Background: an optimization exercise with open tools, aiming at small area, a short achievable clock period and few clock cycles. Do not read the settings as production practice.
Only simulation tests tie the RTL to the original design; equivalence was not proved.

==> flow/design.v <==
package matrix_pkg;
  localparam logic [2:0] OP_INIT        = 3'd0;
  localparam logic [2:0] OP_WRITE       = 3'd1;
  localparam logic [2:0] OP_SHIFT_UP    = 3'd2;
  localparam logic [2:0] OP_SHIFT_DOWN  = 3'd3;
  localparam logic [2:0] OP_SHIFT_LEFT  = 3'd4;
  localparam logic [2:0] OP_SHIFT_RIGHT = 3'd5;
  localparam logic [2:0] OP_TRANSPOSE   = 3'd6;
  localparam logic [2:0] OP_READ        = 3'd7;
endpackage
module matrix_reg_unit
(
  input  logic                    clk,
  input  logic                    rstnn,
  input  logic                    i_cmd_valid,
  input  logic [2:0]              i_cmd_op,
  input  logic [1:0]              i_cmd_row,
  input  logic [1:0]              i_cmd_col,
  input  logic [15:0]             i_cmd_data,
  output logic                    o_cmd_credit,
  input  logic                    i_row_credit,
  output logic                    o_row_valid,
  output logic [1:0]              o_row_index,
  output logic [63:0]             o_row_data
);
  localparam logic [2:0] OP_INIT        = 3'd0;
  localparam logic [2:0] OP_WRITE       = 3'd1;
  localparam logic [2:0] OP_SHIFT_UP    = 3'd2;
  localparam logic [2:0] OP_SHIFT_DOWN  = 3'd3;
  localparam logic [2:0] OP_SHIFT_LEFT  = 3'd4;
  localparam logic [2:0] OP_SHIFT_RIGHT = 3'd5;
  localparam logic [2:0] OP_TRANSPOSE   = 3'd6;
  localparam logic [2:0] OP_READ        = 3'd7;
  logic [22:0] q_mem [0:3];
  logic [1:0]  q_wr;
  logic [1:0]  q_rd;
  logic [2:0]  q_cnt;
  logic        exec;
  always_ff @(posedge clk)
  begin
    if (i_cmd_valid)
      q_mem[q_wr] <= {i_cmd_op, i_cmd_row, i_cmd_col, i_cmd_data};
  end
  always_ff @(posedge clk or negedge rstnn)
  begin
    if (!rstnn)
    begin
      q_wr         <= '0;
      q_rd         <= '0;
      q_cnt        <= '0;
      o_cmd_credit <= 1'b0;
    end
    else
    begin
      if (i_cmd_valid)
        q_wr <= q_wr + 1'b1;
      if (exec)
        q_rd <= q_rd + 1'b1;
      q_cnt        <= q_cnt + {2'b0, i_cmd_valid} - {2'b0, exec};
      o_cmd_credit <= exec;
    end
  end
  logic [22:0] head;
  logic        head_valid;
  logic [2:0]  h_op;
  logic [1:0]  h_row;
  logic [1:0]  h_col;
  logic [15:0] h_data;
  assign head       = q_mem[q_rd];
  assign head_valid = (q_cnt != 3'd0);
  assign h_op       = head[22:20];
  assign h_row      = head[19:18];
  assign h_col      = head[17:16];
  assign h_data     = head[15:0];
  logic       m_t;
  logic [1:0] m_a;
  logic [1:0] m_b;
  logic       rd_active;
  logic [1:0] rd_k;
  logic       r_t;
  logic [1:0] r_a;
  logic [1:0] r_b;
  logic [2:0] rc_cnt;
  logic       has_credit;
  assign has_credit = (rc_cnt != 3'd0);
  logic cap_cont;
  logic rd_busy_after;
  logic [1:0] next_k;
  assign cap_cont      = rd_active && has_credit;
  assign rd_busy_after = rd_active && !(cap_cont && (rd_k == 2'd3));
  assign next_k        = rd_k + {1'b0, cap_cont};
  logic [1:0] w_p;
  logic [1:0] w_q;
  logic [1:0] w_bank;
  logic [1:0] w_lr;
  assign w_p    = (m_t ? h_col : h_row) + m_a;
  assign w_q    = (m_t ? h_row : h_col) + m_b;
  assign w_bank = w_p + w_q;
  assign w_lr   = r_t ? (w_q - r_b) : (w_p - r_a);
  logic is_read;
  logic is_init;
  logic is_write;
  logic stall;
  assign is_read  = (h_op == OP_READ);
  assign is_init  = (h_op == OP_INIT);
  assign is_write = (h_op == OP_WRITE);
  assign stall = rd_busy_after && (is_read || is_init || (is_write && (w_lr >= next_k)));
  assign exec  = head_valid && !stall;
  logic cap_new;
  logic cap;
  assign cap_new = exec && is_read && !rd_active && has_credit;
  assign cap     = cap_cont || cap_new;
  always_ff @(posedge clk or negedge rstnn)
  begin
    if (!rstnn)
    begin
      m_t       <= 1'b0;
      m_a       <= '0;
      m_b       <= '0;
      rd_active <= 1'b0;
      rd_k      <= '0;
      r_t       <= 1'b0;
      r_a       <= '0;
      r_b       <= '0;
      rc_cnt    <= '0;
    end
    else
    begin
      rc_cnt <= rc_cnt + {2'b0, i_row_credit} - {2'b0, cap};
      if (exec)
      begin
        case (h_op)
          OP_SHIFT_UP:    if (m_t) m_b <= m_b + 2'd1; else m_a <= m_a + 2'd1;
          OP_SHIFT_DOWN:  if (m_t) m_b <= m_b - 2'd1; else m_a <= m_a - 2'd1;
          OP_SHIFT_LEFT:  if (m_t) m_a <= m_a + 2'd1; else m_b <= m_b + 2'd1;
          OP_SHIFT_RIGHT: if (m_t) m_a <= m_a - 2'd1; else m_b <= m_b - 2'd1;
          OP_TRANSPOSE:   m_t <= !m_t;
          default: ;
        endcase
      end
      if (exec && is_read)
      begin
        r_t       <= m_t;
        r_a       <= m_a;
        r_b       <= m_b;
        rd_active <= 1'b1;
        rd_k      <= cap_new ? 2'd1 : 2'd0;
      end
      else if (cap_cont)
      begin
        rd_k <= rd_k + 2'd1;
        if (rd_k == 2'd3)
          rd_active <= 1'b0;
      end
    end
  end
  logic [15:0] mem   [0:3][0:3];    
  logic [3:0]  valid [0:3];         
  logic        fill;
  always_ff @(posedge clk)
  begin
    for (int j = 0; j < 4; j++)
      for (int i = 0; i < 4; i++)
        if (exec && is_write && w_bank == 2'(j) && w_p == 2'(i))
          mem[j][i] <= h_data;
  end
  always_ff @(posedge clk or negedge rstnn)
  begin
    if (!rstnn)
    begin
      for (int j = 0; j < 4; j++)
        valid[j] <= '0;
      fill <= 1'b0;
    end
    else if (exec && is_init)
    begin
      for (int j = 0; j < 4; j++)
        valid[j] <= '0;
      fill <= 1'b1;
    end
    else if (exec && is_write)
    begin
      for (int j = 0; j < 4; j++)
        for (int i = 0; i < 4; i++)
          if (w_bank == 2'(j) && w_p == 2'(i))
            valid[j][i] <= 1'b1;
    end
  end
  logic       s_t;
  logic [1:0] s_a;
  logic [1:0] s_b;
  logic [1:0] s_k;
  logic [1:0] s_rot;
  assign s_t   = rd_active ? r_t : m_t;
  assign s_a   = rd_active ? r_a : m_a;
  assign s_b   = rd_active ? r_b : m_b;
  assign s_k   = rd_active ? rd_k : 2'd0;
  assign s_rot = s_k + s_a + s_b;
  logic [15:0] bank_out [0:3];
  always_comb
  begin
    for (int j = 0; j < 4; j++)
    begin
      logic [1:0] e;
      e = s_t ? (2'(j) - s_k - s_b) : (s_k + s_a);
      bank_out[j] = valid[j][e] ? mem[j][e] : {15'b0, fill};
    end
  end
  logic [63:0] row_nxt;
  always_comb
  begin
    for (int c = 0; c < 4; c++)
      row_nxt[c*16 +: 16] = bank_out[2'(c) + s_rot];
  end
  always_ff @(posedge clk or negedge rstnn)
  begin
    if (!rstnn)
      o_row_valid <= 1'b0;
    else
      o_row_valid <= cap;
  end
  always_ff @(posedge clk)
  begin
    o_row_index <= s_k;
    o_row_data  <= row_nxt;
  end
endmodule
==> flow/run.sh <==
#!/bin/bash
# synth_recipe.tcl (not shown) runs the flow's synth.tcl, then flattens the netlist and writes it again
# the make line also repeats each setting of config.mk as NAME=value (left out here)
make -C /OpenROAD-flow-scripts/flow DESIGN_CONFIG=/design/flow/config.mk WORK_HOME=/design/flow/orfs CLKGATE_MAP_FILE= SYNTH_SCRIPT=/design/flow/synth_recipe.tcl finish
==> flow/config.mk <==
export PLATFORM = sky130hd
export DESIGN_NAME = matrix_reg_unit
export DESIGN_NICKNAME = matrix_reg_unit
export VERILOG_FILES = /design/flow/design.v
export SDC_FILE = /design/flow/constraint.sdc
export NUM_CORES = 4
export LEC_CHECK = 0
export CAP_MARGIN = 20
export CORE_MARGIN = 2
export CORE_UTILIZATION = 30
export SLEW_MARGIN = 20
==> flow/constraint.sdc <==
create_clock -name core_clock -period 4.0 [get_ports {clk}]
set_input_delay 0.8000 -clock core_clock [delete_from_list [all_inputs] [get_ports {clk}]]
set_output_delay 0.8000 -clock core_clock [all_outputs]
set_load 0.01 [all_outputs]
==> notes.md <==
stage by stage:
step / hold slack [ps] / setup TNS [ps] / cells / util [%] / worst slack (ps)
2_1_floorplan: 458.9 / -33670 / 1106 / - / -349.7
3_3_place_gp: 468.6 / -25360 / 1993 / 34.61 / -194.7
3_5_place_dp: 479.5 / -24900 / 1993 / 34.61 / -211.3
4_1_cts: 139.0 / -5902 / 2086 / 37.58 / -99.22
5_1_grt: 140.0 / -47060 / 2094 / 38.01 / -274.6
6_report: 141.3 / -10230 / 2094 / 38.01 / -136.9
state kept, by name, indices dropped and copies added (netlist names), 2 cells and up:
signal       flops
mem            256
q_mem           92
o_row_data      64
valid           16
q_cnt            3
rc_cnt           3
m_a              2
m_b              2
o_row_index      2
q_rd             2
q_wr             2
r_a              2
r_b              2
rd_k             2
routing by layer:
metal  share of wire (%)  wire, µm  track usage (%)
met1                  43     19100            18.17
met2                  49     21770            23.17
met3                 5.1      2278            2.454
met4                 2.7      1177            5.306
met5                   0         0                0
final timing paths:
kind | startpoint | endpoint | slack (ps) | cells after the start
worst max register to register | q_rd[0]$_DFFE_PN0N_ | mem[15][1]$_DFFE_PP_ | -140 | 18
min in group core_clock | valid[0][1]$_DFFE_PN0P_ | valid[0][1]$_DFFE_PN0P_ | 490 | 1
worst max-delay path | q_rd[0]$_DFFE_PN0N_ | mem[15][1]$_DFFE_PP_ | -140 | 18
worst min-delay path | rstnn | q_wr[0]$_DFFE_PN0P_ | 140 | 1
max in group asynchronous | rstnn | valid[1][0]$_DFFE_PN0P_ | 3070 | 2
worst min register to register | valid[0][1]$_DFFE_PN0P_ | valid[0][1]$_DFFE_PN0P_ | 490 | 1
Yosys cell counts, types with 3 or more instances:
| library cell | count | share of area [%] |
|---|---|---|
| mux2_2 | 73 | 4.5 |
| o21a_1 | 16 | 0.66 |
| a21oi_1 | 36 | 0.98 |
| nor3_1 | 3 | 0.082 |
| nand3_1 | 11 | 0.30 |
| buf_1 | 4 | 0.082 |
| ha_1 | 21 | 1.4 |
| a22o_2 | 4 | 0.22 |
| clkbuf_1 | 38 | 0.78 |
| mux4_2 | 47 | 5.8 |
| inv_1 | 18 | 0.37 |
| xnor2_1 | 26 | 1.2 |
| and2_1 | 9 | 0.31 |
| mux2i_1 | 49 | 2.7 |
| nand2_1 | 105 | 2.2 |
| dfrtp_1 | 42 | 5.7 |
| o32ai_1 | 14 | 0.67 |
| xor2_1 | 11 | 0.53 |
| dfxtp_1 | 66 | 7.2 |
| o21ai_0 | 32 | 0.87 |
| nand2b_1 | 9 | 0.31 |
| o22ai_1 | 4 | 0.14 |
| buf_2 | 9 | 0.25 |
| mux4_1 | 12 | 1.7 |
| edfxtp_1 | 348 | 57 |
| buf_6 | 4 | 0.25 |
| a22o_1 | 26 | 1.2 |
| nor2_1 | 41 | 0.84 |
cells in the final DEF, fill, tap and decap left out, drive strengths merged, types with 16 or more instances in the layout:
| cell type | n |
|---|---|
| a21oi | 36 |
| a22o | 30 |
| buf | 74 |
| clkbuf | 68 |
| clkdlybuf4s50 | 93 |
| dfrtp | 42 |
| dfxtp | 66 |
| edfxtp | 348 |
| ha | 21 |
| inv | 27 |
| mux2 | 73 |
| mux2i | 49 |
| mux4 | 59 |
| nand2 | 105 |
| nor2 | 42 |
| o21a | 16 |
| o21ai | 33 |
| xnor2 | 26 |
cells by family after synthesis:
group / count (synthesis) / share of synthesized area, %
adder cells (fa/ha/maj): 23 / 1.653
buffers and inverters: 76 / 1.919
multiplexers: 181 / 14.66
flip-flops: 456 / 69.98
XOR/XNOR: 40 / 2.151
AND/OR/NAND/NOR: 190 / 4.445
AO/OA/AOI/OAI: 140 / 5.190
layout make-up:
cell class,count,area [µm²],area share (%)
clock buffers,63,1416,6.174
multi-input cells,574,5478,23.88
clock inverters,29,324.1,1.413
well taps,782,978.4,4.265
inverters,18,70.07,0.3054
repair buffers,172,1852,8.072
flip-flops and latches,456,12820,55.90
timing repair:
item                       4_1_cts  5_1_grt
resized for setup               10       25
pin swaps                        9        6
hold buffers                     0        0
buffers inserted                 1        3
setup endpoints to repair      273      282
gates cloned                     0        5
==> results.toml <==
[setup_path]
critical_path_class = "reg -> reg"
crit_required_ps = 4310
cp_data_arrival_time_ps = 4450
critPathLaunchType = "register"
cp_slowest_cell = "mux4_2"
end_kind = "register"
crit_fanout = 8
cp_top_family = "multiplexers"
cp_num_buf_inv = 5
cp_cell_sequence = "mux4_2 -> mux2_4 -> ha_4 -> inv_4 -> ha_4 -> xnor2_4 -> xnor2_2 -> xnor2_1 -> a21oi_1 -> ha_1 -> a21oi_2 -> buf_4 -> o211ai_1 -> inv_2 -> nand3_4 -> buf_6 -> nor2_4 -> clkbuf_16"
cpMostUsedCell = "ha_4"
slowest_delay_ps = 520

[timing]
maxSlewHeadroom_pct = 46.03
hold_viol_final = 0
max_slew.worst_pin.slew_ps = 809.6
period_minus_slack_ps = 4137
setup_viol = 220
fmax_mhz = 241.7
layout_setup_ws_ps = -136.9
report.final.slew_viol_count = 0
fin_worst_skew_ps = 32.22
post-route-period-util_pct = 103.4
grt_setup_unrepaired = "true"

[job]
cap_violations = 0

[yosys]
syn_inst = 1106
syn_avg_cell_area_um2 = 16.57
synth_nets = 1156
ys_seq_area_share_pct = 69.98
syn-cell-area_um2 = 18320
ys_ff_latch = 456
synth_edf_count = 348
async_reset_ff_share_pct = 9.211
ys_types = 50
synth_ff_type = "edfxtp_1"
yosys_warnings = 4

[floorplan]
io_pins = 95
core.rowCount = 90
die_w_um = 251.1
coreArea_um2 = 60360
die_y_um = 251.1
die_area_um2 = 63070
initial_core_util_pct = 30.36

[grt]
grt_start_max_net_pins = 41
grt_pass1_wl_um = 65830
grt_use_total_pct = 13.92
grt_pass1_vias = 10450
grt_overflow = 0
antenna_found_initial = 1

[routing]
ant_nets = 0
dr.pass1.iters = 5
routed_via_density = 4.827
vias = 10110
drtIter0Drc = 711
avgRoutedWirePerCell_um = 21.17
drc = 0
drt-total-wl_um = 44320

[status]
outcome = "finished with violations"
so.violations = "negative setup slack"

[hold_path]
hp-class = "in -> async"

[clock_network]
path_clk_slew_ps = 60
cts_sinks = 456
cts_buffers = 49
cts_tree = "built"
cts-root-buf = "clkbuf_16"
cts_max_level = 2
cts_buffer_depth = 3
clkLatencyLatePin_ps = 600

[placement]
placed_area_um2 = 20890
place_congestion = 0.7891
place_hpwl_um = 29390
portBuffers = 94

[final_layout]
finalInstanceArea_um2 = 22940
diodes = 0
fin_nets = 1321
n_fill_cell = 5512
syn_to_final_growth_pct = 25.21
drive_gt1_share_pct = 25.76
Testbench counts, summed over its fixed seeds: cycles 4,735.

-- afterwards: timing with drivers on the ports --
The flow's constraints put no driver on any port. The routed layout listed below was extracted and timed again, unchanged, in two steps. Step 1 (the two cells are an assumption about what drives the block):
set clk [get_ports {clk}]
set_driving_cell -lib_cell sky130_fd_sc_hd__clkbuf_16 $clk
set_driving_cell -lib_cell sky130_fd_sc_hd__buf_2 [delete_from_list [all_inputs] $clk]
Step 2 also shifts input and output timing later by t, the mid clock arrival at the registers, as if the neighbouring blocks saw the same clock. a / b / c = ideal / step 1 / step 2; a / b = the first two.
t (ns): 0.647
slack for setup (ns): -0.137 / -0.137 / -0.137
worst setup path at the end: register to register
worst slew at a driven data input, ns: 0.05
pins driven straight from the clock port: 1
For this run, drivers alone change the setup slack by 0.000 ns; drivers and shift together by 0.000 ns.
